Context: an optimization exercise on an open-source flow, tuned for small area. The choices shown serve that exercise and are no tape-out recipe.
The RTL was checked by simulation tests, not by an equivalence proof against the original design.

==> flow/design.v (outline; a module is shown in full before it is edited, if it fits) <==
// module ddc_andn: 7 lines
// module ddc_aoi: 8 lines
// module ddc_fa: 10 lines
// module ddc_ha: 9 lines
// module ddc_inv: 6 lines
// module ddc_nand: 7 lines
// module ddc_nor: 7 lines
// module ddc_or: 7 lines
// module ddc_orn: 7 lines
// module ddc_pp: 10 lines
// module ddc_pp1: 8 lines
// module ddc_xnor: 7 lines
// module ddc_xor: 7 lines
// module ddc_nco: 404 lines
// module ddc_mul: 820 lines
// module ddc_mixer_lane: 26 lines
// module ddc_trig: 764 lines
// module ddc_g_a211oi_1: 9 lines
// module ddc_g_a21boi_0: 8 lines
// module ddc_g_a21oi_1: 8 lines
// module ddc_g_a22oi_1: 9 lines
// module ddc_g_a311oi_1: 10 lines
// module ddc_g_a31oi_1: 9 lines
// module ddc_g_a32o_1: 10 lines
// module ddc_g_clkinv_1: 6 lines
// module ddc_g_nand2_1: 7 lines
// module ddc_g_nand3_1: 8 lines
// module ddc_g_nor2_1: 7 lines
// module ddc_g_nor3_1: 8 lines
// module ddc_g_o211a_1: 9 lines
// module ddc_g_o211ai_1: 9 lines
// module ddc_g_o21a_1: 8 lines
// module ddc_g_o21ai_0: 8 lines
// module ddc_g_o22ai_1: 9 lines
// module ddc_g_o311ai_0: 10 lines
// module ddc_g_o31a_2: 9 lines
// module ddc_g_o31ai_1: 9 lines
// module ddc_g_o32ai_1: 10 lines
// module ddc_g_or2_2: 7 lines
// module ddc_g_xnor2_1: 7 lines
// module ddc_g_xor2_1: 7 lines
// module ddc_halfband_decim: 566 lines
// module ddc_top: 46 lines
module ddc_top (
    input  wire logic        i_clock,
    input  wire logic        i_rst_n,
    input  wire logic [31:0] i_sample,
    input  wire logic        i_valid,
    input  wire logic [31:0] i_phase_inc,
    input  wire logic        i_phase_inc_valid,
    output      logic [31:0] o_iq,
    output      logic        o_valid
);
  // ...
==> flow/flow/run.sh <==
#!/bin/bash
# Layout flow: the standard synthesis, unchanged; then every combinational cell in
# the synthesized netlist is set to its smallest drive strength (registers keep their
# cells), so that the resizer in the standard layout sizes up only what timing, slew
# and capacitance need; then the standard layout from floorplan to finish, with
# every port buffered by the smallest buffer (buf_1) instead of clkdlybuf4s50_1.
set -euo pipefail
R="$PWD/orfs/results/$FLOW_PLATFORM/ddc_top/base"
bash standard.sh synth > synth_run.log 2>&1
cp "$R/1_2_yosys.v" 1_2_yosys.standard.v
python3 flow/downsize.py "$FLOW_HOME/platforms/$FLOW_PLATFORM/lib/sky130_fd_sc_hd__tt_025C_1v80.lib" \
    1_2_yosys.standard.v "$R/1_2_yosys.v" > downsize.log 2>&1
rm -f "$R/1_synth.odb" "$R/1_synth.sdc"
bash standard.sh BUFFER_PORTS_ARGS="-buffer_cell sky130_fd_sc_hd__buf_1" finish > layout_run.log 2>&1
==> flow/flow/downsize.py <==
#!/usr/bin/env python3
"""downsize.py LIB IN.v OUT.v: give every combinational cell instance in IN.v the
smallest-area cell of the same function family (same name up to the drive suffix),
leaving flip-flops, latches and every other cell kind as they are."""
import re, sys

lib, src, dst = sys.argv[1:4]
area = {}
for m in re.finditer(r'cell\s*\(\s*"?(sky130_fd_sc_hd__\w+)"?\s*\)\s*\{.*?area\s*:\s*([\d.]+)', open(lib).read(), re.S):
    area[m.group(1)] = float(m.group(2))
family = {}
for c in area:
    m = re.match(r"(sky130_fd_sc_hd__[a-z0-9]+?)_(\d+)$", c)
    if m:
        family.setdefault(m.group(1), []).append(c)
KEEP = re.compile(r"sky130_fd_sc_hd__(df|edf|sdf|sedf|dl|sdl|conb|tap|fill|decap|diode|clk|lpflow|probe|macro)")
swap = {}
for base, cells in family.items():
    best = min(cells, key=lambda c: (area[c], c))
    for c in cells:
        if c != best and area[c] > area[best] and not KEEP.match(c):
            swap[c] = best
text = open(src).read()
count = {}
def rep(m):
    c = m.group(1)
    if c in swap:
        count[c] = count.get(c, 0) + 1
        return swap[c] + m.group(2)
    return m.group(0)
text = re.sub(r"\b(sky130_fd_sc_hd__\w+)(\s+\S+\s*\()", rep, text)
open(dst, "w").write(text)
saved = sum(n * (area[c] - area[swap[c]]) for c, n in count.items())
for c, n in sorted(count.items()):
    print(f"{n:6d} {c} -> {swap[c]}")
print(f"area saved before layout: {saved:.1f} um2")
==> flow/standard.sh <==
#!/bin/bash
# synth_recipe.tcl (not shown) runs the flow's synth.tcl, then flattens the netlist and writes it again
# the make line also repeats each setting of config.mk as NAME=value (left out here)
make -C /OpenROAD-flow-scripts/flow DESIGN_CONFIG=/design/flow/config.mk WORK_HOME=/design/flow/orfs CLKGATE_MAP_FILE= SYNTH_SCRIPT=/design/flow/synth_recipe.tcl "${@:-finish}"
==> flow/config.mk <==
export PLATFORM = sky130hd
export DESIGN_NAME = ddc_top
export DESIGN_NICKNAME = ddc_top
export VERILOG_FILES = /design/flow/design.v
export SDC_FILE = /design/flow/constraint.sdc
export NUM_CORES = 4
export LEC_CHECK = 0
export CAP_MARGIN = 20
export CORE_MARGIN = 2
export CORE_UTILIZATION = 50
export CTS_BUF_LIST = sky130_fd_sc_hd__clkbuf_8 sky130_fd_sc_hd__clkbuf_16
export CTS_CLUSTER_DIAMETER = 120
export CTS_CLUSTER_SIZE = 24
export SLEW_MARGIN = 20
export SYNTH_HIERARCHICAL = 1
==> flow/constraint.sdc <==
create_clock -name core_clock -period 10.0 [get_ports {i_clock}]
set_input_delay 2.0000 -clock core_clock [delete_from_list [all_inputs] [get_ports {i_clock}]]
set_output_delay 2.0000 -clock core_clock [all_outputs]
set_load 0.01 [all_outputs]
==> run summary, run 1 <==
status -> no timing/DRC/antenna violations
Leading cell kind -> multi-input combinational cells
final wirelength -> 100600 µm
Post-Layout Inst Area -> 0.04096 mm²
DRC viols -> 0
core area -> 0.07321 mm²
wire length of the first global-routing pass -> 166000 µm
RePlAce Congestion -> 0.9248
met2 wire length -> 46430 µm
fraction of area in registers -> 14.88%
delay-heaviest family, CP -> compound AO/OA/AOI/OAI gates
number of global-route vias before repair -> 30070
routed wire length per instance -> 19.98 µm
most used cells in the layout excluding fill and tap cells -> sky130_fd_sc_hd__xnor2_1, sky130_fd_sc_hd__a22oi_1, sky130_fd_sc_hd__fa_1, sky130_fd_sc_hd__a21oi_1, sky130_fd_sc_hd__nor2_1
clock latency (worst-skew pair) -> 540 ps
sink count of the clock tree -> 254
Seq. cell area -> 0.006093 mm²
flip-flop count of the largest register, all copies and words added -> 32
Stages on worst setup path -> 49
Startpoint Class -> flop
number of buffers inserted during clock tree synthesis -> 16
delay of the slowest cell on the worst path -> 570 ps
number of clock buffer instances in the layout -> 18
worst reg2reg path startpoint -> nco_i.acc[25]
M2 GR Usage -> 43.15%
non-clock buffer count -> 282
data arrival time of the critical path -> 9670 ps
CTS tree -> built
clock input transition at the sequential cells of the worst setup and hold paths -> 100 ps
floorplan die area -> 0.07627 mm²
post-CTS repair timing setup buffer count -> 0
quantity of I/O buffers inserted on ports -> 100
met3 Use GR -> 3.363%
HPWL after DPL -> 77970 µm
total placed cells including tap cells -> 5007
number of placed I/O pins -> 101
peak-usage layer in the global routing report -> met2
Period Utilization, post-route -> 92.48%
Die Y -> 276.2 µm
==> module ddc_nco, before the edit <==
module ddc_nco (
    input  wire logic        i_clock,
    input  wire logic        i_rst_n,
    input  wire logic        i_valid,
    input  wire logic [31:0] i_phase_inc,
    input  wire logic        i_phase_inc_valid,
    output      logic [7:0]  o_k_early,
    output      logic [7:0]  o_k_late
);
    logic [31:1] acc;
    logic [31:0] inc;
    logic [7:0]  k_late;
    logic [31:1] acc_next;
    logic [7:0]  k_late_next;
    logic n1;
    logic n2;
    logic n3;
    logic n5;
    logic n6;
    logic n7;
    logic n9;
    logic n10;
    logic n11;
    logic n13;
    logic n14;
    logic n15;
    logic n17;
    logic n18;
    logic n19;
    logic n21;
    logic n22;
    logic n23;
    logic n25;
    logic n26;
    logic n27;
    logic n29;
    logic n30;
    logic n31;
    logic n33;
    logic n34;
    logic n35;
    logic n37;
    logic n38;
    logic n39;
    logic n41;
    logic n42;
    logic n43;
    logic n45;
    logic n46;
    logic n47;
    logic n49;
    logic n50;
    logic n51;
    logic n53;
    logic n54;
    logic n55;
    logic n57;
    logic n58;
    logic n59;
    logic n61;
    logic n62;
    logic n63;
    logic n65;
    logic n66;
    logic n67;
    logic n69;
    logic n70;
    logic n71;
    logic n73;
    logic n74;
    logic n75;
    logic n77;
    logic n78;
    logic n79;
    logic n81;
    logic n82;
    logic n83;
    logic n85;
    logic n86;
    logic n87;
    logic n89;
    logic n90;
    logic n91;
    logic n93;
    logic n94;
    logic n95;
    logic n97;
    logic n98;
    logic n99;
    logic n101;
    logic n102;
    logic n103;
    logic n105;
    logic n106;
    logic n107;
    logic n109;
    logic n110;
    logic n111;
    logic n113;
    logic n114;
    logic n115;
    logic n117;
    logic n118;
    logic n119;
    logic n121;
    logic n122;
    logic n123;
    logic n124;
    logic n125;
    logic n126;
    logic n127;
    logic n128;
    logic n129;
    logic n130;
    logic n131;
    logic n132;
    logic n133;
    logic n134;
    logic n135;
    logic n136;
    logic n137;
    logic n138;
    logic n139;
    logic n140;
    logic n141;
    logic n142;
    logic n143;
    logic n144;
    logic n145;
    logic n146;
    logic n147;
    logic n148;
    logic n149;
    logic n150;
    logic n151;
    logic n152;
    logic n153;
    logic n154;
    logic n155;
    logic n156;
    logic n157;
    logic n158;
    logic n159;
    logic n160;
    logic n161;
    logic n162;
    logic n163;
    logic n164;
    logic n165;
    logic n166;
    logic n167;
    logic n168;
    logic n169;
    logic n170;
    logic n171;
    logic n172;
    logic n173;
    logic n174;
    logic n175;
    logic n176;
    logic n177;
    logic n178;
    logic n179;
    logic n180;
    logic n181;
    logic n182;
    logic n183;
    logic n184;
    logic n185;
    logic n186;
    logic n187;
    logic n188;
    logic n189;
    logic n190;
    logic n191;
    logic n193;
    logic n194;
    logic n195;
    logic n197;
    logic n198;
    logic n199;
    logic n201;
    logic n202;
    logic n203;
    logic n205;
    logic n206;
    logic n207;
    logic n209;
    logic n210;
    logic n211;
    logic n213;
    logic n214;
    logic n215;
    logic n217;
    logic n218;
    logic n219;
    logic n221;
    ddc_ha u2_0 (.i_a(acc[1]), .i_b(inc[0]), .o_s(acc_next[1]), .o_c(n1));
    ddc_ha u4_1 (.i_a(acc[2]), .i_b(inc[1]), .o_s(n2), .o_c(n3));
    ddc_xor u5_2 (.i_a(n2), .i_b(n1), .o_y(acc_next[2]));
    ddc_aoi u6_3 (.i_a(n2), .i_b(n1), .i_c(n3), .o_y(n5));
    ddc_xor u7_4 (.i_a(acc[3]), .i_b(inc[2]), .o_y(n6));
    ddc_nor u8_5 (.i_a(acc[3]), .i_b(inc[2]), .o_y(n7));
    ddc_xnor u9_6 (.i_a(n6), .i_b(n5), .o_y(acc_next[3]));
    ddc_aoi u10_7 (.i_a(n6), .i_b(n5), .i_c(n7), .o_y(n9));
    ddc_ha u12_8 (.i_a(acc[4]), .i_b(inc[3]), .o_s(n10), .o_c(n11));
    ddc_xor u13_9 (.i_a(n10), .i_b(n9), .o_y(acc_next[4]));
    ddc_aoi u14_10 (.i_a(n10), .i_b(n9), .i_c(n11), .o_y(n13));
    ddc_xor u15_11 (.i_a(acc[5]), .i_b(inc[4]), .o_y(n14));
    ddc_nor u16_12 (.i_a(acc[5]), .i_b(inc[4]), .o_y(n15));
    ddc_xnor u17_13 (.i_a(n14), .i_b(n13), .o_y(acc_next[5]));
    ddc_aoi u18_14 (.i_a(n14), .i_b(n13), .i_c(n15), .o_y(n17));
    ddc_ha u20_15 (.i_a(acc[6]), .i_b(inc[5]), .o_s(n18), .o_c(n19));
    ddc_xor u21_16 (.i_a(n18), .i_b(n17), .o_y(acc_next[6]));
    ddc_aoi u22_17 (.i_a(n18), .i_b(n17), .i_c(n19), .o_y(n21));
    ddc_xor u23_18 (.i_a(acc[7]), .i_b(inc[6]), .o_y(n22));
    ddc_nor u24_19 (.i_a(acc[7]), .i_b(inc[6]), .o_y(n23));
    ddc_xnor u25_20 (.i_a(n22), .i_b(n21), .o_y(acc_next[7]));
    ddc_aoi u26_21 (.i_a(n22), .i_b(n21), .i_c(n23), .o_y(n25));
    ddc_ha u28_22 (.i_a(acc[8]), .i_b(inc[7]), .o_s(n26), .o_c(n27));
    ddc_xor u29_23 (.i_a(n26), .i_b(n25), .o_y(acc_next[8]));
    ddc_aoi u30_24 (.i_a(n26), .i_b(n25), .i_c(n27), .o_y(n29));
    ddc_xor u31_25 (.i_a(acc[9]), .i_b(inc[8]), .o_y(n30));
    ddc_nor u32_26 (.i_a(acc[9]), .i_b(inc[8]), .o_y(n31));
    ddc_xnor u33_27 (.i_a(n30), .i_b(n29), .o_y(acc_next[9]));
    ddc_aoi u34_28 (.i_a(n30), .i_b(n29), .i_c(n31), .o_y(n33));
    ddc_ha u36_29 (.i_a(acc[10]), .i_b(inc[9]), .o_s(n34), .o_c(n35));
    ddc_xor u37_30 (.i_a(n34), .i_b(n33), .o_y(acc_next[10]));
    ddc_aoi u38_31 (.i_a(n34), .i_b(n33), .i_c(n35), .o_y(n37));
    ddc_xor u39_32 (.i_a(acc[11]), .i_b(inc[10]), .o_y(n38));
    ddc_nor u40_33 (.i_a(acc[11]), .i_b(inc[10]), .o_y(n39));
    ddc_xnor u41_34 (.i_a(n38), .i_b(n37), .o_y(acc_next[11]));
    ddc_aoi u42_35 (.i_a(n38), .i_b(n37), .i_c(n39), .o_y(n41));
    ddc_ha u44_36 (.i_a(acc[12]), .i_b(inc[11]), .o_s(n42), .o_c(n43));
    ddc_xor u45_37 (.i_a(n42), .i_b(n41), .o_y(acc_next[12]));
    ddc_aoi u46_38 (.i_a(n42), .i_b(n41), .i_c(n43), .o_y(n45));
    ddc_xor u47_39 (.i_a(acc[13]), .i_b(inc[12]), .o_y(n46));
    ddc_nor u48_40 (.i_a(acc[13]), .i_b(inc[12]), .o_y(n47));
    ddc_xnor u49_41 (.i_a(n46), .i_b(n45), .o_y(acc_next[13]));
    ddc_aoi u50_42 (.i_a(n46), .i_b(n45), .i_c(n47), .o_y(n49));
    ddc_ha u52_43 (.i_a(acc[14]), .i_b(inc[13]), .o_s(n50), .o_c(n51));
    ddc_xor u53_44 (.i_a(n50), .i_b(n49), .o_y(acc_next[14]));
    ddc_aoi u54_45 (.i_a(n50), .i_b(n49), .i_c(n51), .o_y(n53));
    ddc_xor u55_46 (.i_a(acc[15]), .i_b(inc[14]), .o_y(n54));
    ddc_nor u56_47 (.i_a(acc[15]), .i_b(inc[14]), .o_y(n55));
    ddc_xnor u57_48 (.i_a(n54), .i_b(n53), .o_y(acc_next[15]));
    ddc_aoi u58_49 (.i_a(n54), .i_b(n53), .i_c(n55), .o_y(n57));
    ddc_ha u60_50 (.i_a(acc[16]), .i_b(inc[15]), .o_s(n58), .o_c(n59));
    ddc_xor u61_51 (.i_a(n58), .i_b(n57), .o_y(acc_next[16]));
    ddc_aoi u62_52 (.i_a(n58), .i_b(n57), .i_c(n59), .o_y(n61));
    ddc_xor u63_53 (.i_a(acc[17]), .i_b(inc[16]), .o_y(n62));
    ddc_nor u64_54 (.i_a(acc[17]), .i_b(inc[16]), .o_y(n63));
    ddc_xnor u65_55 (.i_a(n62), .i_b(n61), .o_y(acc_next[17]));
    ddc_aoi u66_56 (.i_a(n62), .i_b(n61), .i_c(n63), .o_y(n65));
    ddc_ha u68_57 (.i_a(acc[18]), .i_b(inc[17]), .o_s(n66), .o_c(n67));
    ddc_xor u69_58 (.i_a(n66), .i_b(n65), .o_y(acc_next[18]));
    ddc_aoi u70_59 (.i_a(n66), .i_b(n65), .i_c(n67), .o_y(n69));
    ddc_xor u71_60 (.i_a(acc[19]), .i_b(inc[18]), .o_y(n70));
    ddc_nor u72_61 (.i_a(acc[19]), .i_b(inc[18]), .o_y(n71));
    ddc_xnor u73_62 (.i_a(n70), .i_b(n69), .o_y(acc_next[19]));
    ddc_aoi u74_63 (.i_a(n70), .i_b(n69), .i_c(n71), .o_y(n73));
    ddc_ha u76_64 (.i_a(acc[20]), .i_b(inc[19]), .o_s(n74), .o_c(n75));
    ddc_xor u77_65 (.i_a(n74), .i_b(n73), .o_y(acc_next[20]));
    ddc_aoi u78_66 (.i_a(n74), .i_b(n73), .i_c(n75), .o_y(n77));
    ddc_xor u79_67 (.i_a(acc[21]), .i_b(inc[20]), .o_y(n78));
    ddc_nor u80_68 (.i_a(acc[21]), .i_b(inc[20]), .o_y(n79));
    ddc_xnor u81_69 (.i_a(n78), .i_b(n77), .o_y(acc_next[21]));
    ddc_aoi u82_70 (.i_a(n78), .i_b(n77), .i_c(n79), .o_y(n81));
    ddc_ha u84_71 (.i_a(acc[22]), .i_b(inc[21]), .o_s(n82), .o_c(n83));
    ddc_xor u85_72 (.i_a(n82), .i_b(n81), .o_y(acc_next[22]));
    ddc_aoi u86_73 (.i_a(n82), .i_b(n81), .i_c(n83), .o_y(n85));
    ddc_xor u87_74 (.i_a(acc[23]), .i_b(inc[22]), .o_y(n86));
    ddc_nor u88_75 (.i_a(acc[23]), .i_b(inc[22]), .o_y(n87));
    ddc_xnor u89_76 (.i_a(n86), .i_b(n85), .o_y(acc_next[23]));
    ddc_aoi u90_77 (.i_a(n86), .i_b(n85), .i_c(n87), .o_y(n89));
    ddc_ha u92_78 (.i_a(acc[24]), .i_b(inc[23]), .o_s(n90), .o_c(n91));
    ddc_xor u93_79 (.i_a(n90), .i_b(n89), .o_y(acc_next[24]));
    ddc_aoi u94_80 (.i_a(n90), .i_b(n89), .i_c(n91), .o_y(n93));
    ddc_xor u95_81 (.i_a(acc[25]), .i_b(inc[24]), .o_y(n94));
    ddc_nor u96_82 (.i_a(acc[25]), .i_b(inc[24]), .o_y(n95));
    ddc_xnor u97_83 (.i_a(n94), .i_b(n93), .o_y(acc_next[25]));
    ddc_aoi u98_84 (.i_a(n94), .i_b(n93), .i_c(n95), .o_y(n97));
    ddc_ha u100_85 (.i_a(acc[26]), .i_b(inc[25]), .o_s(n98), .o_c(n99));
    ddc_xor u101_86 (.i_a(n98), .i_b(n97), .o_y(acc_next[26]));
    ddc_aoi u102_87 (.i_a(n98), .i_b(n97), .i_c(n99), .o_y(n101));
    ddc_xor u103_88 (.i_a(acc[27]), .i_b(inc[26]), .o_y(n102));
    ddc_nor u104_89 (.i_a(acc[27]), .i_b(inc[26]), .o_y(n103));
    ddc_xnor u105_90 (.i_a(n102), .i_b(n101), .o_y(acc_next[27]));
    ddc_aoi u106_91 (.i_a(n102), .i_b(n101), .i_c(n103), .o_y(n105));
    ddc_ha u108_92 (.i_a(acc[28]), .i_b(inc[27]), .o_s(n106), .o_c(n107));
    ddc_xor u109_93 (.i_a(n106), .i_b(n105), .o_y(acc_next[28]));
    ddc_aoi u110_94 (.i_a(n106), .i_b(n105), .i_c(n107), .o_y(n109));
    ddc_xor u111_95 (.i_a(acc[29]), .i_b(inc[28]), .o_y(n110));
    ddc_nor u112_96 (.i_a(acc[29]), .i_b(inc[28]), .o_y(n111));
    ddc_xnor u113_97 (.i_a(n110), .i_b(n109), .o_y(acc_next[29]));
    ddc_aoi u114_98 (.i_a(n110), .i_b(n109), .i_c(n111), .o_y(n113));
    ddc_ha u116_99 (.i_a(acc[30]), .i_b(inc[29]), .o_s(n114), .o_c(n115));
    ddc_xor u117_100 (.i_a(n114), .i_b(n113), .o_y(acc_next[30]));
    ddc_aoi u118_101 (.i_a(n114), .i_b(n113), .i_c(n115), .o_y(n117));
    ddc_xor u119_102 (.i_a(acc[31]), .i_b(inc[30]), .o_y(n118));
    ddc_nor u120_103 (.i_a(acc[31]), .i_b(inc[30]), .o_y(n119));
    ddc_xnor u121_104 (.i_a(n118), .i_b(n117), .o_y(acc_next[31]));
    ddc_aoi u122_105 (.i_a(n118), .i_b(n117), .i_c(n119), .o_y(n121));
    ddc_ha u124_137 (.i_a(acc_next[1]), .i_b(inc[1]), .o_s(n122), .o_c(n123));
    ddc_ha u126_138 (.i_a(acc_next[2]), .i_b(inc[2]), .o_s(n124), .o_c(n125));
    ddc_aoi u127_139 (.i_a(n124), .i_b(n123), .i_c(n125), .o_y(n126));
    ddc_xor u128_140 (.i_a(acc_next[3]), .i_b(inc[3]), .o_y(n127));
    ddc_nor u129_141 (.i_a(acc_next[3]), .i_b(inc[3]), .o_y(n128));
    ddc_aoi u130_142 (.i_a(n127), .i_b(n126), .i_c(n128), .o_y(n129));
    ddc_ha u132_143 (.i_a(acc_next[4]), .i_b(inc[4]), .o_s(n130), .o_c(n131));
    ddc_aoi u133_144 (.i_a(n130), .i_b(n129), .i_c(n131), .o_y(n132));
    ddc_xor u134_145 (.i_a(acc_next[5]), .i_b(inc[5]), .o_y(n133));
    ddc_nor u135_146 (.i_a(acc_next[5]), .i_b(inc[5]), .o_y(n134));
    ddc_aoi u136_147 (.i_a(n133), .i_b(n132), .i_c(n134), .o_y(n135));
    ddc_ha u138_148 (.i_a(acc_next[6]), .i_b(inc[6]), .o_s(n136), .o_c(n137));
    ddc_aoi u139_149 (.i_a(n136), .i_b(n135), .i_c(n137), .o_y(n138));
    ddc_xor u140_150 (.i_a(acc_next[7]), .i_b(inc[7]), .o_y(n139));
    ddc_nor u141_151 (.i_a(acc_next[7]), .i_b(inc[7]), .o_y(n140));
    ddc_aoi u142_152 (.i_a(n139), .i_b(n138), .i_c(n140), .o_y(n141));
    ddc_ha u144_153 (.i_a(acc_next[8]), .i_b(inc[8]), .o_s(n142), .o_c(n143));
    ddc_aoi u145_154 (.i_a(n142), .i_b(n141), .i_c(n143), .o_y(n144));
    ddc_xor u146_155 (.i_a(acc_next[9]), .i_b(inc[9]), .o_y(n145));
    ddc_nor u147_156 (.i_a(acc_next[9]), .i_b(inc[9]), .o_y(n146));
    ddc_aoi u148_157 (.i_a(n145), .i_b(n144), .i_c(n146), .o_y(n147));
    ddc_ha u150_158 (.i_a(acc_next[10]), .i_b(inc[10]), .o_s(n148), .o_c(n149));
    ddc_aoi u151_159 (.i_a(n148), .i_b(n147), .i_c(n149), .o_y(n150));
    ddc_xor u152_160 (.i_a(acc_next[11]), .i_b(inc[11]), .o_y(n151));
    ddc_nor u153_161 (.i_a(acc_next[11]), .i_b(inc[11]), .o_y(n152));
    ddc_aoi u154_162 (.i_a(n151), .i_b(n150), .i_c(n152), .o_y(n153));
    ddc_ha u156_163 (.i_a(acc_next[12]), .i_b(inc[12]), .o_s(n154), .o_c(n155));
    ddc_aoi u157_164 (.i_a(n154), .i_b(n153), .i_c(n155), .o_y(n156));
    ddc_xor u158_165 (.i_a(acc_next[13]), .i_b(inc[13]), .o_y(n157));
    ddc_nor u159_166 (.i_a(acc_next[13]), .i_b(inc[13]), .o_y(n158));
    ddc_aoi u160_167 (.i_a(n157), .i_b(n156), .i_c(n158), .o_y(n159));
    ddc_ha u162_168 (.i_a(acc_next[14]), .i_b(inc[14]), .o_s(n160), .o_c(n161));
    ddc_aoi u163_169 (.i_a(n160), .i_b(n159), .i_c(n161), .o_y(n162));
    ddc_xor u164_170 (.i_a(acc_next[15]), .i_b(inc[15]), .o_y(n163));
    ddc_nor u165_171 (.i_a(acc_next[15]), .i_b(inc[15]), .o_y(n164));
    ddc_aoi u166_172 (.i_a(n163), .i_b(n162), .i_c(n164), .o_y(n165));
    ddc_ha u168_173 (.i_a(acc_next[16]), .i_b(inc[16]), .o_s(n166), .o_c(n167));
    ddc_aoi u169_174 (.i_a(n166), .i_b(n165), .i_c(n167), .o_y(n168));
    ddc_xor u170_175 (.i_a(acc_next[17]), .i_b(inc[17]), .o_y(n169));
    ddc_nor u171_176 (.i_a(acc_next[17]), .i_b(inc[17]), .o_y(n170));
    ddc_aoi u172_177 (.i_a(n169), .i_b(n168), .i_c(n170), .o_y(n171));
    ddc_ha u174_178 (.i_a(acc_next[18]), .i_b(inc[18]), .o_s(n172), .o_c(n173));
    ddc_aoi u175_179 (.i_a(n172), .i_b(n171), .i_c(n173), .o_y(n174));
    ddc_xor u176_180 (.i_a(acc_next[19]), .i_b(inc[19]), .o_y(n175));
    ddc_nor u177_181 (.i_a(acc_next[19]), .i_b(inc[19]), .o_y(n176));
    ddc_aoi u178_182 (.i_a(n175), .i_b(n174), .i_c(n176), .o_y(n177));
    ddc_ha u180_183 (.i_a(acc_next[20]), .i_b(inc[20]), .o_s(n178), .o_c(n179));
    ddc_aoi u181_184 (.i_a(n178), .i_b(n177), .i_c(n179), .o_y(n180));
    ddc_xor u182_185 (.i_a(acc_next[21]), .i_b(inc[21]), .o_y(n181));
    ddc_nor u183_186 (.i_a(acc_next[21]), .i_b(inc[21]), .o_y(n182));
    ddc_aoi u184_187 (.i_a(n181), .i_b(n180), .i_c(n182), .o_y(n183));
    ddc_ha u186_188 (.i_a(acc_next[22]), .i_b(inc[22]), .o_s(n184), .o_c(n185));
    ddc_aoi u187_189 (.i_a(n184), .i_b(n183), .i_c(n185), .o_y(n186));
    ddc_xor u188_190 (.i_a(acc_next[23]), .i_b(inc[23]), .o_y(n187));
    ddc_nor u189_191 (.i_a(acc_next[23]), .i_b(inc[23]), .o_y(n188));
    ddc_aoi u190_192 (.i_a(n187), .i_b(n186), .i_c(n188), .o_y(n189));
    ddc_ha u192_193 (.i_a(acc_next[24]), .i_b(inc[24]), .o_s(n190), .o_c(n191));
    ddc_xor u193_194 (.i_a(n190), .i_b(n189), .o_y(k_late_next[0]));
    ddc_aoi u194_195 (.i_a(n190), .i_b(n189), .i_c(n191), .o_y(n193));
    ddc_xor u195_196 (.i_a(acc_next[25]), .i_b(inc[25]), .o_y(n194));
    ddc_nor u196_197 (.i_a(acc_next[25]), .i_b(inc[25]), .o_y(n195));
    ddc_xnor u197_198 (.i_a(n194), .i_b(n193), .o_y(k_late_next[1]));
    ddc_aoi u198_199 (.i_a(n194), .i_b(n193), .i_c(n195), .o_y(n197));
    ddc_ha u200_200 (.i_a(acc_next[26]), .i_b(inc[26]), .o_s(n198), .o_c(n199));
    ddc_xor u201_201 (.i_a(n198), .i_b(n197), .o_y(k_late_next[2]));
    ddc_aoi u202_202 (.i_a(n198), .i_b(n197), .i_c(n199), .o_y(n201));
    ddc_xor u203_203 (.i_a(acc_next[27]), .i_b(inc[27]), .o_y(n202));
    ddc_nor u204_204 (.i_a(acc_next[27]), .i_b(inc[27]), .o_y(n203));
    ddc_xnor u205_205 (.i_a(n202), .i_b(n201), .o_y(k_late_next[3]));
    ddc_aoi u206_206 (.i_a(n202), .i_b(n201), .i_c(n203), .o_y(n205));
    ddc_ha u208_207 (.i_a(acc_next[28]), .i_b(inc[28]), .o_s(n206), .o_c(n207));
    ddc_xor u209_208 (.i_a(n206), .i_b(n205), .o_y(k_late_next[4]));
    ddc_aoi u210_209 (.i_a(n206), .i_b(n205), .i_c(n207), .o_y(n209));
    ddc_xor u211_210 (.i_a(acc_next[29]), .i_b(inc[29]), .o_y(n210));
    ddc_nor u212_211 (.i_a(acc_next[29]), .i_b(inc[29]), .o_y(n211));
    ddc_xnor u213_212 (.i_a(n210), .i_b(n209), .o_y(k_late_next[5]));
    ddc_aoi u214_213 (.i_a(n210), .i_b(n209), .i_c(n211), .o_y(n213));
    ddc_ha u216_214 (.i_a(acc_next[30]), .i_b(inc[30]), .o_s(n214), .o_c(n215));
    ddc_xor u217_215 (.i_a(n214), .i_b(n213), .o_y(k_late_next[6]));
    ddc_aoi u218_216 (.i_a(n214), .i_b(n213), .i_c(n215), .o_y(n217));
    ddc_xor u219_217 (.i_a(acc_next[31]), .i_b(inc[31]), .o_y(n218));
    ddc_nor u220_218 (.i_a(acc_next[31]), .i_b(inc[31]), .o_y(n219));
    ddc_xnor u221_219 (.i_a(n218), .i_b(n217), .o_y(k_late_next[7]));
    ddc_aoi u222_220 (.i_a(n218), .i_b(n217), .i_c(n219), .o_y(n221));
    always_ff @(posedge i_clock or negedge i_rst_n) begin
        if (!i_rst_n) begin
            inc    <= '0;
            acc    <= '0;
            k_late <= '0;
        end else if (i_phase_inc_valid) begin
            inc    <= i_phase_inc;
            acc    <= '0;
            k_late <= i_phase_inc[31:24];
        end else if (i_valid) begin
            acc    <= acc_next;
            k_late <= k_late_next;
        end
    end
    assign o_k_early = acc[31:24];
    assign o_k_late  = k_late;
endmodule
==> inputs of run 2 (changes only) <==
--- a/flow/design.v
+++ b/flow/design.v
@@ -110,30 +110,46 @@
     assign o_c = i_a & i_b;
 endmodule
 module ddc_inv (
     input  wire logic i_a,
     output      logic o_y
 );
     assign o_y = ~i_a;
 endmodule
+module ddc_min (
+    input  wire logic i_a,
+    input  wire logic i_b,
+    input  wire logic i_c,
+    output      logic o_y
+);
+    assign o_y = ~((i_a & i_b) | (i_a & i_c) | (i_b & i_c));
+endmodule
 module ddc_nand (
     input  wire logic i_a,
     input  wire logic i_b,
     output      logic o_y
 );
     assign o_y = ~(i_a & i_b);
 endmodule
 module ddc_nor (
     input  wire logic i_a,
     input  wire logic i_b,
     output      logic o_y
 );
     assign o_y = ~(i_a | i_b);
 endmodule
+module ddc_oai (
+    input  wire logic i_a,
+    input  wire logic i_b,
+    input  wire logic i_c,
+    output      logic o_y
+);
+    assign o_y = ~((i_a | i_b) & i_c);
+endmodule
 module ddc_or (
     input  wire logic i_a,
     input  wire logic i_b,
     output      logic o_y
 );
     assign o_y = i_a | i_b;
 endmodule
 module ddc_orn (
@@ -326,60 +342,38 @@
     logic n162;
     logic n163;
     logic n164;
     logic n165;
     logic n166;
     logic n167;
     logic n168;
     logic n169;
-    logic n170;
     logic n171;
     logic n172;
     logic n173;
-    logic n174;
     logic n175;
     logic n176;
     logic n177;
-    logic n178;
     logic n179;
     logic n180;
     logic n181;
-    logic n182;
     logic n183;
     logic n184;
     logic n185;
-    logic n186;
     logic n187;
     logic n188;
     logic n189;
-    logic n190;
     logic n191;
+    logic n192;
     logic n193;
-    logic n194;
     logic n195;
+    logic n196;
     logic n197;
-    logic n198;
     logic n199;
-    logic n201;
-    logic n202;
-    logic n203;
-    logic n205;
-    logic n206;
-    logic n207;
-    logic n209;
-    logic n210;
-    logic n211;
-    logic n213;
-    logic n214;
-    logic n215;
-    logic n217;
-    logic n218;
-    logic n219;
-    logic n221;
     ddc_ha u2_0 (.i_a(acc[1]), .i_b(inc[0]), .o_s(acc_next[1]), .o_c(n1));
     ddc_ha u4_1 (.i_a(acc[2]), .i_b(inc[1]), .o_s(n2), .o_c(n3));
     ddc_xor u5_2 (.i_a(n2), .i_b(n1), .o_y(acc_next[2]));
     ddc_aoi u6_3 (.i_a(n2), .i_b(n1), .i_c(n3), .o_y(n5));
     ddc_xor u7_4 (.i_a(acc[3]), .i_b(inc[2]), .o_y(n6));
     ddc_nor u8_5 (.i_a(acc[3]), .i_b(inc[2]), .o_y(n7));
     ddc_xnor u9_6 (.i_a(n6), .i_b(n5), .o_y(acc_next[3]));
     ddc_aoi u10_7 (.i_a(n6), .i_b(n5), .i_c(n7), .o_y(n9));
@@ -477,99 +471,88 @@
     ddc_ha u116_99 (.i_a(acc[30]), .i_b(inc[29]), .o_s(n114), .o_c(n115));
     ddc_xor u117_100 (.i_a(n114), .i_b(n113), .o_y(acc_next[30]));
     ddc_aoi u118_101 (.i_a(n114), .i_b(n113), .i_c(n115), .o_y(n117));
     ddc_xor u119_102 (.i_a(acc[31]), .i_b(inc[30]), .o_y(n118));
     ddc_nor u120_103 (.i_a(acc[31]), .i_b(inc[30]), .o_y(n119));
     ddc_xnor u121_104 (.i_a(n118), .i_b(n117), .o_y(acc_next[31]));
     ddc_aoi u122_105 (.i_a(n118), .i_b(n117), .i_c(n119), .o_y(n121));
     ddc_ha u124_137 (.i_a(acc_next[1]), .i_b(inc[1]), .o_s(n122), .o_c(n123));
-    ddc_ha u126_138 (.i_a(acc_next[2]), .i_b(inc[2]), .o_s(n124), .o_c(n125));
-    ddc_aoi u127_139 (.i_a(n124), .i_b(n123), .i_c(n125), .o_y(n126));
-    ddc_xor u128_140 (.i_a(acc_next[3]), .i_b(inc[3]), .o_y(n127));
-    ddc_nor u129_141 (.i_a(acc_next[3]), .i_b(inc[3]), .o_y(n128));
-    ddc_aoi u130_142 (.i_a(n127), .i_b(n126), .i_c(n128), .o_y(n129));
-    ddc_ha u132_143 (.i_a(acc_next[4]), .i_b(inc[4]), .o_s(n130), .o_c(n131));
-    ddc_aoi u133_144 (.i_a(n130), .i_b(n129), .i_c(n131), .o_y(n132));
-    ddc_xor u134_145 (.i_a(acc_next[5]), .i_b(inc[5]), .o_y(n133));
-    ddc_nor u135_146 (.i_a(acc_next[5]), .i_b(inc[5]), .o_y(n134));
-    ddc_aoi u136_147 (.i_a(n133), .i_b(n132), .i_c(n134), .o_y(n135));
-    ddc_ha u138_148 (.i_a(acc_next[6]), .i_b(inc[6]), .o_s(n136), .o_c(n137));
-    ddc_aoi u139_149 (.i_a(n136), .i_b(n135), .i_c(n137), .o_y(n138));
-    ddc_xor u140_150 (.i_a(acc_next[7]), .i_b(inc[7]), .o_y(n139));
-    ddc_nor u141_151 (.i_a(acc_next[7]), .i_b(inc[7]), .o_y(n140));
-    ddc_aoi u142_152 (.i_a(n139), .i_b(n138), .i_c(n140), .o_y(n141));
-    ddc_ha u144_153 (.i_a(acc_next[8]), .i_b(inc[8]), .o_s(n142), .o_c(n143));
-    ddc_aoi u145_154 (.i_a(n142), .i_b(n141), .i_c(n143), .o_y(n144));
-    ddc_xor u146_155 (.i_a(acc_next[9]), .i_b(inc[9]), .o_y(n145));
-    ddc_nor u147_156 (.i_a(acc_next[9]), .i_b(inc[9]), .o_y(n146));
-    ddc_aoi u148_157 (.i_a(n145), .i_b(n144), .i_c(n146), .o_y(n147));
-    ddc_ha u150_158 (.i_a(acc_next[10]), .i_b(inc[10]), .o_s(n148), .o_c(n149));
-    ddc_aoi u151_159 (.i_a(n148), .i_b(n147), .i_c(n149), .o_y(n150));
-    ddc_xor u152_160 (.i_a(acc_next[11]), .i_b(inc[11]), .o_y(n151));
-    ddc_nor u153_161 (.i_a(acc_next[11]), .i_b(inc[11]), .o_y(n152));
-    ddc_aoi u154_162 (.i_a(n151), .i_b(n150), .i_c(n152), .o_y(n153));
-    ddc_ha u156_163 (.i_a(acc_next[12]), .i_b(inc[12]), .o_s(n154), .o_c(n155));
-    ddc_aoi u157_164 (.i_a(n154), .i_b(n153), .i_c(n155), .o_y(n156));
-    ddc_xor u158_165 (.i_a(acc_next[13]), .i_b(inc[13]), .o_y(n157));
-    ddc_nor u159_166 (.i_a(acc_next[13]), .i_b(inc[13]), .o_y(n158));
-    ddc_aoi u160_167 (.i_a(n157), .i_b(n156), .i_c(n158), .o_y(n159));
-    ddc_ha u162_168 (.i_a(acc_next[14]), .i_b(inc[14]), .o_s(n160), .o_c(n161));
-    ddc_aoi u163_169 (.i_a(n160), .i_b(n159), .i_c(n161), .o_y(n162));
-    ddc_xor u164_170 (.i_a(acc_next[15]), .i_b(inc[15]), .o_y(n163));
-    ddc_nor u165_171 (.i_a(acc_next[15]), .i_b(inc[15]), .o_y(n164));
-    ddc_aoi u166_172 (.i_a(n163), .i_b(n162), .i_c(n164), .o_y(n165));
-    ddc_ha u168_173 (.i_a(acc_next[16]), .i_b(inc[16]), .o_s(n166), .o_c(n167));
-    ddc_aoi u169_174 (.i_a(n166), .i_b(n165), .i_c(n167), .o_y(n168));
-    ddc_xor u170_175 (.i_a(acc_next[17]), .i_b(inc[17]), .o_y(n169));
-    ddc_nor u171_176 (.i_a(acc_next[17]), .i_b(inc[17]), .o_y(n170));
-    ddc_aoi u172_177 (.i_a(n169), .i_b(n168), .i_c(n170), .o_y(n171));
-    ddc_ha u174_178 (.i_a(acc_next[18]), .i_b(inc[18]), .o_s(n172), .o_c(n173));
-    ddc_aoi u175_179 (.i_a(n172), .i_b(n171), .i_c(n173), .o_y(n174));
-    ddc_xor u176_180 (.i_a(acc_next[19]), .i_b(inc[19]), .o_y(n175));
-    ddc_nor u177_181 (.i_a(acc_next[19]), .i_b(inc[19]), .o_y(n176));
-    ddc_aoi u178_182 (.i_a(n175), .i_b(n174), .i_c(n176), .o_y(n177));
-    ddc_ha u180_183 (.i_a(acc_next[20]), .i_b(inc[20]), .o_s(n178), .o_c(n179));
-    ddc_aoi u181_184 (.i_a(n178), .i_b(n177), .i_c(n179), .o_y(n180));
-    ddc_xor u182_185 (.i_a(acc_next[21]), .i_b(inc[21]), .o_y(n181));
-    ddc_nor u183_186 (.i_a(acc_next[21]), .i_b(inc[21]), .o_y(n182));
-    ddc_aoi u184_187 (.i_a(n181), .i_b(n180), .i_c(n182), .o_y(n183));
-    ddc_ha u186_188 (.i_a(acc_next[22]), .i_b(inc[22]), .o_s(n184), .o_c(n185));
-    ddc_aoi u187_189 (.i_a(n184), .i_b(n183), .i_c(n185), .o_y(n186));
-    ddc_xor u188_190 (.i_a(acc_next[23]), .i_b(inc[23]), .o_y(n187));
-    ddc_nor u189_191 (.i_a(acc_next[23]), .i_b(inc[23]), .o_y(n188));
-    ddc_aoi u190_192 (.i_a(n187), .i_b(n186), .i_c(n188), .o_y(n189));
-    ddc_ha u192_193 (.i_a(acc_next[24]), .i_b(inc[24]), .o_s(n190), .o_c(n191));
-    ddc_xor u193_194 (.i_a(n190), .i_b(n189), .o_y(k_late_next[0]));
-    ddc_aoi u194_195 (.i_a(n190), .i_b(n189), .i_c(n191), .o_y(n193));
-    ddc_xor u195_196 (.i_a(acc_next[25]), .i_b(inc[25]), .o_y(n194));
-    ddc_nor u196_197 (.i_a(acc_next[25]), .i_b(inc[25]), .o_y(n195));
-    ddc_xnor u197_198 (.i_a(n194), .i_b(n193), .o_y(k_late_next[1]));
-    ddc_aoi u198_199 (.i_a(n194), .i_b(n193), .i_c(n195), .o_y(n197));
-    ddc_ha u200_200 (.i_a(acc_next[26]), .i_b(inc[26]), .o_s(n198), .o_c(n199));
-    ddc_xor u201_201 (.i_a(n198), .i_b(n197), .o_y(k_late_next[2]));
-    ddc_aoi u202_202 (.i_a(n198), .i_b(n197), .i_c(n199), .o_y(n201));
-    ddc_xor u203_203 (.i_a(acc_next[27]), .i_b(inc[27]), .o_y(n202));
-    ddc_nor u204_204 (.i_a(acc_next[27]), .i_b(inc[27]), .o_y(n203));
-    ddc_xnor u205_205 (.i_a(n202), .i_b(n201), .o_y(k_late_next[3]));
-    ddc_aoi u206_206 (.i_a(n202), .i_b(n201), .i_c(n203), .o_y(n205));
-    ddc_ha u208_207 (.i_a(acc_next[28]), .i_b(inc[28]), .o_s(n206), .o_c(n207));
-    ddc_xor u209_208 (.i_a(n206), .i_b(n205), .o_y(k_late_next[4]));
-    ddc_aoi u210_209 (.i_a(n206), .i_b(n205), .i_c(n207), .o_y(n209));
-    ddc_xor u211_210 (.i_a(acc_next[29]), .i_b(inc[29]), .o_y(n210));
-    ddc_nor u212_211 (.i_a(acc_next[29]), .i_b(inc[29]), .o_y(n211));
-    ddc_xnor u213_212 (.i_a(n210), .i_b(n209), .o_y(k_late_next[5]));
-    ddc_aoi u214_213 (.i_a(n210), .i_b(n209), .i_c(n211), .o_y(n213));
-    ddc_ha u216_214 (.i_a(acc_next[30]), .i_b(inc[30]), .o_s(n214), .o_c(n215));
-    ddc_xor u217_215 (.i_a(n214), .i_b(n213), .o_y(k_late_next[6]));
-    ddc_aoi u218_216 (.i_a(n214), .i_b(n213), .i_c(n215), .o_y(n217));
-    ddc_xor u219_217 (.i_a(acc_next[31]), .i_b(inc[31]), .o_y(n218));
-    ddc_nor u220_218 (.i_a(acc_next[31]), .i_b(inc[31]), .o_y(n219));
-    ddc_xnor u221_219 (.i_a(n218), .i_b(n217), .o_y(k_late_next[7]));
-    ddc_aoi u222_220 (.i_a(n218), .i_b(n217), .i_c(n219), .o_y(n221));
+    ddc_min u125_138 (.i_a(acc_next[2]), .i_b(inc[2]), .i_c(n123), .o_y(n124));
+    ddc_nor u126_139 (.i_a(acc_next[3]), .i_b(inc[3]), .o_y(n125));
+    ddc_nand u127_140 (.i_a(acc_next[3]), .i_b(inc[3]), .o_y(n126));
+    ddc_oai u128_141 (.i_a(n125), .i_b(n124), .i_c(n126), .o_y(n127));
+    ddc_min u129_142 (.i_a(acc_next[4]), .i_b(inc[4]), .i_c(n127), .o_y(n128));
+    ddc_nor u130_143 (.i_a(acc_next[5]), .i_b(inc[5]), .o_y(n129));
+    ddc_nand u131_144 (.i_a(acc_next[5]), .i_b(inc[5]), .o_y(n130));
+    ddc_oai u132_145 (.i_a(n129), .i_b(n128), .i_c(n130), .o_y(n131));
+    ddc_min u133_146 (.i_a(acc_next[6]), .i_b(inc[6]), .i_c(n131), .o_y(n132));
+    ddc_nor u134_147 (.i_a(acc_next[7]), .i_b(inc[7]), .o_y(n133));
+    ddc_nand u135_148 (.i_a(acc_next[7]), .i_b(inc[7]), .o_y(n134));
+    ddc_oai u136_149 (.i_a(n133), .i_b(n132), .i_c(n134), .o_y(n135));
+    ddc_min u137_150 (.i_a(acc_next[8]), .i_b(inc[8]), .i_c(n135), .o_y(n136));
+    ddc_nor u138_151 (.i_a(acc_next[9]), .i_b(inc[9]), .o_y(n137));
+    ddc_nand u139_152 (.i_a(acc_next[9]), .i_b(inc[9]), .o_y(n138));
+    ddc_oai u140_153 (.i_a(n137), .i_b(n136), .i_c(n138), .o_y(n139));
+    ddc_min u141_154 (.i_a(acc_next[10]), .i_b(inc[10]), .i_c(n139), .o_y(n140));
+    ddc_nor u142_155 (.i_a(acc_next[11]), .i_b(inc[11]), .o_y(n141));
+    ddc_nand u143_156 (.i_a(acc_next[11]), .i_b(inc[11]), .o_y(n142));
+    ddc_oai u144_157 (.i_a(n141), .i_b(n140), .i_c(n142), .o_y(n143));
+    ddc_min u145_158 (.i_a(acc_next[12]), .i_b(inc[12]), .i_c(n143), .o_y(n144));
+    ddc_nor u146_159 (.i_a(acc_next[13]), .i_b(inc[13]), .o_y(n145));
+    ddc_nand u147_160 (.i_a(acc_next[13]), .i_b(inc[13]), .o_y(n146));
+    ddc_oai u148_161 (.i_a(n145), .i_b(n144), .i_c(n146), .o_y(n147));
+    ddc_min u149_162 (.i_a(acc_next[14]), .i_b(inc[14]), .i_c(n147), .o_y(n148));
+    ddc_nor u150_163 (.i_a(acc_next[15]), .i_b(inc[15]), .o_y(n149));
+    ddc_nand u151_164 (.i_a(acc_next[15]), .i_b(inc[15]), .o_y(n150));
+    ddc_oai u152_165 (.i_a(n149), .i_b(n148), .i_c(n150), .o_y(n151));
+    ddc_min u153_166 (.i_a(acc_next[16]), .i_b(inc[16]), .i_c(n151), .o_y(n152));
+    ddc_nor u154_167 (.i_a(acc_next[17]), .i_b(inc[17]), .o_y(n153));
+    ddc_nand u155_168 (.i_a(acc_next[17]), .i_b(inc[17]), .o_y(n154));
+    ddc_oai u156_169 (.i_a(n153), .i_b(n152), .i_c(n154), .o_y(n155));
+    ddc_min u157_170 (.i_a(acc_next[18]), .i_b(inc[18]), .i_c(n155), .o_y(n156));
+    ddc_nor u158_171 (.i_a(acc_next[19]), .i_b(inc[19]), .o_y(n157));
+    ddc_nand u159_172 (.i_a(acc_next[19]), .i_b(inc[19]), .o_y(n158));
+    ddc_oai u160_173 (.i_a(n157), .i_b(n156), .i_c(n158), .o_y(n159));
+    ddc_min u161_174 (.i_a(acc_next[20]), .i_b(inc[20]), .i_c(n159), .o_y(n160));
+    ddc_nor u162_175 (.i_a(acc_next[21]), .i_b(inc[21]), .o_y(n161));
+    ddc_nand u163_176 (.i_a(acc_next[21]), .i_b(inc[21]), .o_y(n162));
+    ddc_oai u164_177 (.i_a(n161), .i_b(n160), .i_c(n162), .o_y(n163));
+    ddc_min u165_178 (.i_a(acc_next[22]), .i_b(inc[22]), .i_c(n163), .o_y(n164));
+    ddc_nor u166_179 (.i_a(acc_next[23]), .i_b(inc[23]), .o_y(n165));
+    ddc_nand u167_180 (.i_a(acc_next[23]), .i_b(inc[23]), .o_y(n166));
+    ddc_oai u168_181 (.i_a(n165), .i_b(n164), .i_c(n166), .o_y(n167));
+    ddc_ha u170_182 (.i_a(acc_next[24]), .i_b(inc[24]), .o_s(n168), .o_c(n169));
+    ddc_xor u171_183 (.i_a(n168), .i_b(n167), .o_y(k_late_next[0]));
+    ddc_aoi u172_184 (.i_a(n168), .i_b(n167), .i_c(n169), .o_y(n171));
+    ddc_xor u173_185 (.i_a(acc_next[25]), .i_b(inc[25]), .o_y(n172));
+    ddc_nor u174_186 (.i_a(acc_next[25]), .i_b(inc[25]), .o_y(n173));
+    ddc_xnor u175_187 (.i_a(n172), .i_b(n171), .o_y(k_late_next[1]));
+    ddc_aoi u176_188 (.i_a(n172), .i_b(n171), .i_c(n173), .o_y(n175));
+    ddc_ha u178_189 (.i_a(acc_next[26]), .i_b(inc[26]), .o_s(n176), .o_c(n177));
+    ddc_xor u179_190 (.i_a(n176), .i_b(n175), .o_y(k_late_next[2]));
+    ddc_aoi u180_191 (.i_a(n176), .i_b(n175), .i_c(n177), .o_y(n179));
+    ddc_xor u181_192 (.i_a(acc_next[27]), .i_b(inc[27]), .o_y(n180));
+    ddc_nor u182_193 (.i_a(acc_next[27]), .i_b(inc[27]), .o_y(n181));
+    ddc_xnor u183_194 (.i_a(n180), .i_b(n179), .o_y(k_late_next[3]));
+    ddc_aoi u184_195 (.i_a(n180), .i_b(n179), .i_c(n181), .o_y(n183));
+    ddc_ha u186_196 (.i_a(acc_next[28]), .i_b(inc[28]), .o_s(n184), .o_c(n185));
+    ddc_xor u187_197 (.i_a(n184), .i_b(n183), .o_y(k_late_next[4]));
+    ddc_aoi u188_198 (.i_a(n184), .i_b(n183), .i_c(n185), .o_y(n187));
+    ddc_xor u189_199 (.i_a(acc_next[29]), .i_b(inc[29]), .o_y(n188));
+    ddc_nor u190_200 (.i_a(acc_next[29]), .i_b(inc[29]), .o_y(n189));
+    ddc_xnor u191_201 (.i_a(n188), .i_b(n187), .o_y(k_late_next[5]));
+    ddc_aoi u192_202 (.i_a(n188), .i_b(n187), .i_c(n189), .o_y(n191));
+    ddc_ha u194_203 (.i_a(acc_next[30]), .i_b(inc[30]), .o_s(n192), .o_c(n193));
+    ddc_xor u195_204 (.i_a(n192), .i_b(n191), .o_y(k_late_next[6]));
+    ddc_aoi u196_205 (.i_a(n192), .i_b(n191), .i_c(n193), .o_y(n195));
+    ddc_xor u197_206 (.i_a(acc_next[31]), .i_b(inc[31]), .o_y(n196));
+    ddc_nor u198_207 (.i_a(acc_next[31]), .i_b(inc[31]), .o_y(n197));
+    ddc_xnor u199_208 (.i_a(n196), .i_b(n195), .o_y(k_late_next[7]));
+    ddc_aoi u200_209 (.i_a(n196), .i_b(n195), .i_c(n197), .o_y(n199));
     always_ff @(posedge i_clock or negedge i_rst_n) begin
         if (!i_rst_n) begin
             inc    <= '0;
             acc    <= '0;
             k_late <= '0;
         end else if (i_phase_inc_valid) begin
             inc    <= i_phase_inc;
             acc    <= '0;
@@ -1310,49 +1293,49 @@
     ddc_or u360_257 (.i_a(w305), .i_b(w306), .o_y(w359));
     ddc_fa u362_258 (.i_a(w307), .i_b(w308), .i_c(w139), .o_s(w360), .o_c(w361));
     ddc_xnor u363_259 (.i_a(w309), .i_b(w310), .o_y(w362));
     ddc_or u364_260 (.i_a(w309), .i_b(w310), .o_y(w363));
     ddc_fa u366_261 (.i_a(w311), .i_b(w125), .i_c(w141), .o_s(w364), .o_c(w365));
     ddc_inv u367_262 (.i_a(w142), .o_y(w366));
     ddc_ha u369_263 (.i_a(w1), .i_b(w0), .o_s(w367), .o_c(w368));
     ddc_nand u370_264 (.i_a(w2), .i_b(w368), .o_y(w369));
-    ddc_xor u371_265 (.i_a(w312), .i_b(w18), .o_y(w370));
-    ddc_nor u372_266 (.i_a(w312), .i_b(w18), .o_y(w371));
-    ddc_aoi u373_267 (.i_a(w370), .i_b(w369), .i_c(w371), .o_y(w372));
+    ddc_nor u371_265 (.i_a(w312), .i_b(w18), .o_y(w370));
+    ddc_nand u372_266 (.i_a(w312), .i_b(w18), .o_y(w371));
+    ddc_oai u373_267 (.i_a(w370), .i_b(w369), .i_c(w371), .o_y(w372));
     ddc_ha u375_268 (.i_a(w313), .i_b(w314), .o_s(w373), .o_c(w374));
     ddc_aoi u376_269 (.i_a(w373), .i_b(w372), .i_c(w374), .o_y(w375));
-    ddc_xor u377_270 (.i_a(w315), .i_b(w316), .o_y(w376));
-    ddc_nor u378_271 (.i_a(w315), .i_b(w316), .o_y(w377));
-    ddc_aoi u379_272 (.i_a(w376), .i_b(w375), .i_c(w377), .o_y(w378));
+    ddc_nor u377_270 (.i_a(w315), .i_b(w316), .o_y(w376));
+    ddc_nand u378_271 (.i_a(w315), .i_b(w316), .o_y(w377));
+    ddc_oai u379_272 (.i_a(w376), .i_b(w375), .i_c(w377), .o_y(w378));
     ddc_ha u381_273 (.i_a(w317), .i_b(w318), .o_s(w379), .o_c(w380));
     ddc_aoi u382_274 (.i_a(w379), .i_b(w378), .i_c(w380), .o_y(w381));
-    ddc_xor u383_275 (.i_a(w319), .i_b(w320), .o_y(w382));
-    ddc_nor u384_276 (.i_a(w319), .i_b(w320), .o_y(w383));
-    ddc_aoi u385_277 (.i_a(w382), .i_b(w381), .i_c(w383), .o_y(w384));
+    ddc_nor u383_275 (.i_a(w319), .i_b(w320), .o_y(w382));
+    ddc_nand u384_276 (.i_a(w319), .i_b(w320), .o_y(w383));
+    ddc_oai u385_277 (.i_a(w382), .i_b(w381), .i_c(w383), .o_y(w384));
     ddc_ha u387_278 (.i_a(w321), .i_b(w322), .o_s(w385), .o_c(w386));
     ddc_aoi u388_279 (.i_a(w385), .i_b(w384), .i_c(w386), .o_y(w387));
-    ddc_xor u389_280 (.i_a(w323), .i_b(w324), .o_y(w388));
-    ddc_nor u390_281 (.i_a(w323), .i_b(w324), .o_y(w389));
-    ddc_aoi u391_282 (.i_a(w388), .i_b(w387), .i_c(w389), .o_y(w390));
+    ddc_nor u389_280 (.i_a(w323), .i_b(w324), .o_y(w388));
+    ddc_nand u390_281 (.i_a(w323), .i_b(w324), .o_y(w389));
+    ddc_oai u391_282 (.i_a(w388), .i_b(w387), .i_c(w389), .o_y(w390));
     ddc_ha u393_283 (.i_a(w325), .i_b(w326), .o_s(w391), .o_c(w392));
     ddc_aoi u394_284 (.i_a(w391), .i_b(w390), .i_c(w392), .o_y(w393));
-    ddc_xor u395_285 (.i_a(w327), .i_b(w328), .o_y(w394));
-    ddc_nor u396_286 (.i_a(w327), .i_b(w328), .o_y(w395));
-    ddc_aoi u397_287 (.i_a(w394), .i_b(w393), .i_c(w395), .o_y(w396));
+    ddc_nor u395_285 (.i_a(w327), .i_b(w328), .o_y(w394));
+    ddc_nand u396_286 (.i_a(w327), .i_b(w328), .o_y(w395));
+    ddc_oai u397_287 (.i_a(w394), .i_b(w393), .i_c(w395), .o_y(w396));
     ddc_ha u399_288 (.i_a(w329), .i_b(w330), .o_s(w397), .o_c(w398));
     ddc_aoi u400_289 (.i_a(w397), .i_b(w396), .i_c(w398), .o_y(w399));
-    ddc_xor u401_290 (.i_a(w331), .i_b(w332), .o_y(w400));
-    ddc_nor u402_291 (.i_a(w331), .i_b(w332), .o_y(w401));
-    ddc_aoi u403_292 (.i_a(w400), .i_b(w399), .i_c(w401), .o_y(w402));
+    ddc_nor u401_290 (.i_a(w331), .i_b(w332), .o_y(w400));
+    ddc_nand u402_291 (.i_a(w331), .i_b(w332), .o_y(w401));
+    ddc_oai u403_292 (.i_a(w400), .i_b(w399), .i_c(w401), .o_y(w402));
     ddc_ha u405_293 (.i_a(w333), .i_b(w334), .o_s(w403), .o_c(w404));
     ddc_aoi u406_294 (.i_a(w403), .i_b(w402), .i_c(w404), .o_y(w405));
-    ddc_xor u407_295 (.i_a(w335), .i_b(w336), .o_y(w406));
-    ddc_nor u408_296 (.i_a(w335), .i_b(w336), .o_y(w407));
-    ddc_aoi u409_297 (.i_a(w406), .i_b(w405), .i_c(w407), .o_y(w408));
+    ddc_nor u407_295 (.i_a(w335), .i_b(w336), .o_y(w406));
+    ddc_nand u408_296 (.i_a(w335), .i_b(w336), .o_y(w407));
+    ddc_oai u409_297 (.i_a(w406), .i_b(w405), .i_c(w407), .o_y(w408));
     ddc_ha u411_298 (.i_a(w337), .i_b(w338), .o_s(w409), .o_c(w410));
     ddc_xor u412_299 (.i_a(w409), .i_b(w408), .o_y(o_a[0]));
     ddc_aoi u413_300 (.i_a(w409), .i_b(w408), .i_c(w410), .o_y(w412));
     ddc_xor u414_301 (.i_a(w339), .i_b(w340), .o_y(w413));
     ddc_nor u415_302 (.i_a(w339), .i_b(w340), .o_y(w414));
     ddc_xnor u416_303 (.i_a(w413), .i_b(w412), .o_y(o_a[1]));
     ddc_aoi u417_304 (.i_a(w413), .i_b(w412), .i_c(w414), .o_y(w416));
     ddc_ha u419_305 (.i_a(w341), .i_b(w342), .o_s(w417), .o_c(w418));
@@ -2880,24 +2863,24 @@
     ddc_aoi u255_237 (.i_a(h251), .i_b(h250), .i_c(h252), .o_y(h254));
     ddc_xor u256_238 (.i_a(h176), .i_b(h175), .o_y(h255));
     ddc_nor u257_239 (.i_a(h176), .i_b(h175), .o_y(h256));
     ddc_xnor u258_240 (.i_a(h255), .i_b(h254), .o_y(r2_next[20]));
     ddc_aoi u259_241 (.i_a(h255), .i_b(h254), .i_c(h256), .o_y(h258));
     ddc_or u260_263 (.i_a(r1[0]), .i_b(a_n[0]), .o_y(h259));
     ddc_ha u262_264 (.i_a(r1[1]), .i_b(a_n[1]), .o_s(h260), .o_c(h261));
     ddc_aoi u263_265 (.i_a(h260), .i_b(h259), .i_c(h261), .o_y(h262));
-    ddc_xor u264_266 (.i_a(r1[2]), .i_b(a_n[2]), .o_y(h263));
-    ddc_nor u265_267 (.i_a(r1[2]), .i_b(a_n[2]), .o_y(h264));
-    ddc_aoi u266_268 (.i_a(h263), .i_b(h262), .i_c(h264), .o_y(h265));
+    ddc_nor u264_266 (.i_a(r1[2]), .i_b(a_n[2]), .o_y(h263));
+    ddc_nand u265_267 (.i_a(r1[2]), .i_b(a_n[2]), .o_y(h264));
+    ddc_oai u266_268 (.i_a(h263), .i_b(h262), .i_c(h264), .o_y(h265));
     ddc_ha u268_269 (.i_a(r1[3]), .i_b(a_n[3]), .o_s(h266), .o_c(h267));
     ddc_aoi u269_270 (.i_a(h266), .i_b(h265), .i_c(h267), .o_y(h268));
-    ddc_xor u270_271 (.i_a(r1[4]), .i_b(a_n[4]), .o_y(h269));
-    ddc_nor u271_272 (.i_a(r1[4]), .i_b(a_n[4]), .o_y(h270));
-    ddc_aoi u272_273 (.i_a(h269), .i_b(h268), .i_c(h270), .o_y(h271));
+    ddc_nor u270_271 (.i_a(r1[4]), .i_b(a_n[4]), .o_y(h269));
+    ddc_nand u271_272 (.i_a(r1[4]), .i_b(a_n[4]), .o_y(h270));
+    ddc_oai u272_273 (.i_a(h269), .i_b(h268), .i_c(h270), .o_y(h271));
     ddc_ha u274_274 (.i_a(r1[5]), .i_b(a_n[5]), .o_s(h272), .o_c(h273));
     ddc_xor u275_275 (.i_a(h272), .i_b(h271), .o_y(sum[5]));
     ddc_aoi u276_276 (.i_a(h272), .i_b(h271), .i_c(h273), .o_y(h275));
     ddc_xor u277_277 (.i_a(r1[6]), .i_b(a_n[6]), .o_y(h276));
     ddc_nor u278_278 (.i_a(r1[6]), .i_b(a_n[6]), .o_y(h277));
     ddc_xnor u279_279 (.i_a(h276), .i_b(h275), .o_y(sum[6]));
     ddc_aoi u280_280 (.i_a(h276), .i_b(h275), .i_c(h277), .o_y(h279));
     ddc_ha u282_281 (.i_a(r1[7]), .i_b(a_n[7]), .o_s(h280), .o_c(h281));
==> run 2 against run 1 <==
  * Still clean on timing, DRC and antenna
  * Flip-flop and latch count stayed put
  * Core utilization is 0.22 points lower
  * Maximum frequency is 0.27% lower
  * Via count hardly changed
  * Critical path type unchanged
  * Highest routed layer unchanged
==> run summary, run 2 <==
syn nets -> 4511 (was 4522)
width of the die -> 275.2 µm (was 276.2 µm)
total count of hold-check failures in the final report -> 0 (unchanged)
register with the most flip-flops -> nco_i.inc (unchanged)
Startpoint Class -> flop (unchanged)
sink count of the clock tree -> 254 (unchanged)
Post-Layout Inst Area -> 0.04059 mm² (was 0.04096 mm²)
CP Data Required Time -> 10450 ps (was 10420 ps)
data arrival time of the critical path -> 9720 ps (was 9670 ps)
Util after Layout -> 55.73% (was 55.95%)
Final ANT Viol Nets -> 0 (unchanged)
number of global-route vias before repair -> 29380 (was 30070)
summed instance area of the synthesized netlist -> 0.03677 mm² (was 0.03704 mm²)
clock input transition at the sequential cells of the worst setup and hold paths -> 100 ps (about the same)
Placement Rows -> 99 (unchanged)
HPWL after DPL -> 77170 µm (was 77970 µm)
worst rel slew slack -> 35.03% (was 29.86%)
post-CTS repair timing setup buffer count -> 0 (unchanged)
worst min path class -> reg2reg (unchanged)
commonest non-fill, non-tap cell in the layout -> sky130_fd_sc_hd__xnor2_1 (unchanged)
fraction of layout cells with a size suffix above 1 -> 11.56% (was 11.60%)
largest registers -> nco_i.inc x32, nco_i.acc x31 (unchanged)
critical path capture point type -> flop (unchanged)
synthesized instance count -> 3810 (unchanged)
flip-flop count of the largest register, all copies and words added -> 32 (unchanged)
overflow left after global routing -> 0 (unchanged)
highest clock rate -> 107.8 MHz (was 108.1 MHz)
via total after detailed routing -> 28960 (was 28980)
first-pass iteration count of the detailed router -> 6 (was 5)
Die Y -> 275.2 µm (was 276.2 µm)
Syn. warnings -> 10 (unchanged)
start-to-end type of the worst setup path -> reg2reg (unchanged)
Setup Viol. Count Final -> 0 (unchanged)
quantity of I/O buffers inserted on ports -> 100 (unchanged)
slowest stage cell, crit path -> sky130_fd_sc_hd__fa_1 (unchanged)
final wirelength -> 99950 µm (was 100600 µm)
Tmin final -> 9273 ps (was 9248 ps)
initial antenna violation count -> 1 (was 0)
All-Layer GR Usage -> 26.63% (was 26.65%)
starting density of the core -> 50.48% (was 50.59%)
fillcell total -> 6686 (was 6618)
delay of the slowest cell on the worst path -> 580 ps (was 570 ps)
worst setup skew after layout -> 40.54 ps (was 28.86 ps)
status -> no timing/DRC/antenna violations (unchanged)
area overhead of the layout relative to synthesis -> 10.41% (was 10.59%)
number of DRC violations after detailed-routing iteration 0 -> 2431 (was 2111)
CTS tree -> built (unchanged)
routed wire length per instance -> 19.85 µm (was 19.98 µm)
DRC viols -> 0 (unchanged)
# H-tree levels -> 1 (unchanged)
via density per instance -> 5.751 (was 5.755)
Clock Tree Buf Depth -> 3 (unchanged)
most used cells in the layout excluding fill and tap cells -> sky130_fd_sc_hd__xnor2_1, sky130_fd_sc_hd__a22oi_1, sky130_fd_sc_hd__fa_1, sky130_fd_sc_hd__nor2_1, sky130_fd_sc_hd__a21oi_1 (was sky130_fd_sc_hd__xnor2_1, sky130_fd_sc_hd__a22oi_1, sky130_fd_sc_hd__fa_1, sky130_fd_sc_hd__a21oi_1, sky130_fd_sc_hd__nor2_1)
placed inst area -> 0.04003 mm² (was 0.04029 mm²)
worst slack, placed -> 461.8 ps (was 504.7 ps)
number of placed I/O pins -> 101 (unchanged)
number of buffers inserted during clock tree synthesis -> 15 (was 16)
core area -> 0.07283 mm² (was 0.07321 mm²)
RePlAce Congestion -> 0.9240 (was 0.9248)
clock latency (worst-skew pair) -> 520 ps (was 540 ps)
largest net degree at the start of global routing -> 139 (unchanged)
cell type with the highest occurrence count on the critical path -> sky130_fd_sc_hd__a21oi_1 (unchanged)
net total in the final layout -> 4768 (was 4778)
CTS Hold Bufs -> 0 (unchanged)
average instance area after synthesis -> 9.650 µm² (was 9.721 µm²)
Period Utilization, post-route -> 92.73% (was 92.48%)
floorplan die area -> 0.07572 mm² (was 0.07627 mm²)
number of violations of the max-capacitance limit -> 0 (unchanged)
slew at the pin with the worst max-slew slack -> 973.7 ps (was 1048 ps)
number of max-slew violations in the final report -> 0 (unchanged)
setup ws final -> 727.1 ps (was 752.4 ps)
final total negative setup slack -> 0 ps (unchanged)
wire length of the first global-routing pass -> 162100 µm (was 166000 µm)
highest net fanout along the worst path -> 11 (was 16)
clock root buffer master -> sky130_fd_sc_hd__clkbuf_16 (unchanged)
-- run 2: changes by cell type in the layout (fill, tap and decap cells not counted), sizes merged, moves of 3 or more --
cell | previous run | this run
a21o | 30 | 41
nand2 | 214 | 257
clkbuf | 21 | 18
a21oi | 322 | 268
xor2 | 309 | 266
ha | 234 | 223
o21ai | 124 | 178
inv | 165 | 168
-- run 2: worst max-delay path, delay by kind of cell (launching register included) --
family	cells	cell delay (ps)
XOR/XNOR	2	300
adder cells (fa/ha/maj)	5	2080
AND/OR/NAND/NOR	7	1320
flip-flops	1	440
AO/OA/AOI/OAI	23	4400
buffers and inverters	4	660
-- run 2: area by class of cell --
cell class                 instances  area [µm²]  share of cell area, %
antenna                            1       2.502               0.006164
tap                              959        1200                  2.956
multi-input combinational       3354       30450                  75.01
inverter                         158       593.1                  1.461
clock inverter                    11       72.57                 0.1788
sequential                       254        6095                  15.01
clock buffer                      15       375.4                 0.9247
timing repair buffer             284        1808                  4.454
-- run 2: what timing repair did --
item	4_1_cts	5_1_grt
gates resized for setup	0	36
setup endpoints to repair	0	12
endpoints found under the hold margin	0	0
-- run 2: per-layer routing --
metal	track usage, %	part of all wire (%)	vias up
li1	-	-	13710
met1	39.01	46	14250
met2	42.07	45	869
met3	3.273	6.1	130
met4	6.031	2.3	0
met5	0	0	-
-- run 2: per-stage QoR --
step	hold slack (ps)	std cells
floorplan	464.9	3810
global placement	477.7	5009
detailed placement	482.0	5009
CTS	509.4	5035
global route	516.5	5036
finish	502.2	5036
-- run 2: path summary, 6_finish.rpt --
kind,slack (ps),cells after the start,end,start
max,730,41,b_i_q[15],nco_i.k_late[1]
min,500,1,hb_i_i.r1[17],hb_i_i.r1[17]
max reg2reg,730,41,b_i_q[15],nco_i.k_late[1]
min reg2reg,500,1,hb_i_i.r1[17],hb_i_i.r1[17]
max in group asynchronous,7080,2,hb_q_i.r2[8],i_rst_n
min in group asynchronous,1560,1,nco_i.inc[6],i_rst_n

## separate check: timing with driven ports
The results above use ideal ports. As a check the final layouts listed here were re-extracted and re-timed, cells and wires unchanged. Step 1, drivers: a clkbuf_16 drives i_clock and a buf_2 each remaining input, both assumed. Step 2, shift: input delay + t, output delay - t, t = (earliest + latest rising clock arrival at the registers) / 2. This alone moves slack from input paths to output paths. Three values: ideal ports, drivers, drivers and shift; two values: the first two.
run | shift t [ns] | slack for setup (ns) | slew at the worst register clock pin (ns)
run 1 | 0.586 | 0.752 / 0.752 / 0.580 | 0.11 / 0.11
run 2 | 0.559 | 0.727 / 0.727 / 0.727 | 0.10 / 0.10
After both steps every run listed still meets setup and hold. The setup slack of run 1, which loses most, moves by 0.000 ns with the drivers and by -0.172 ns with both steps.
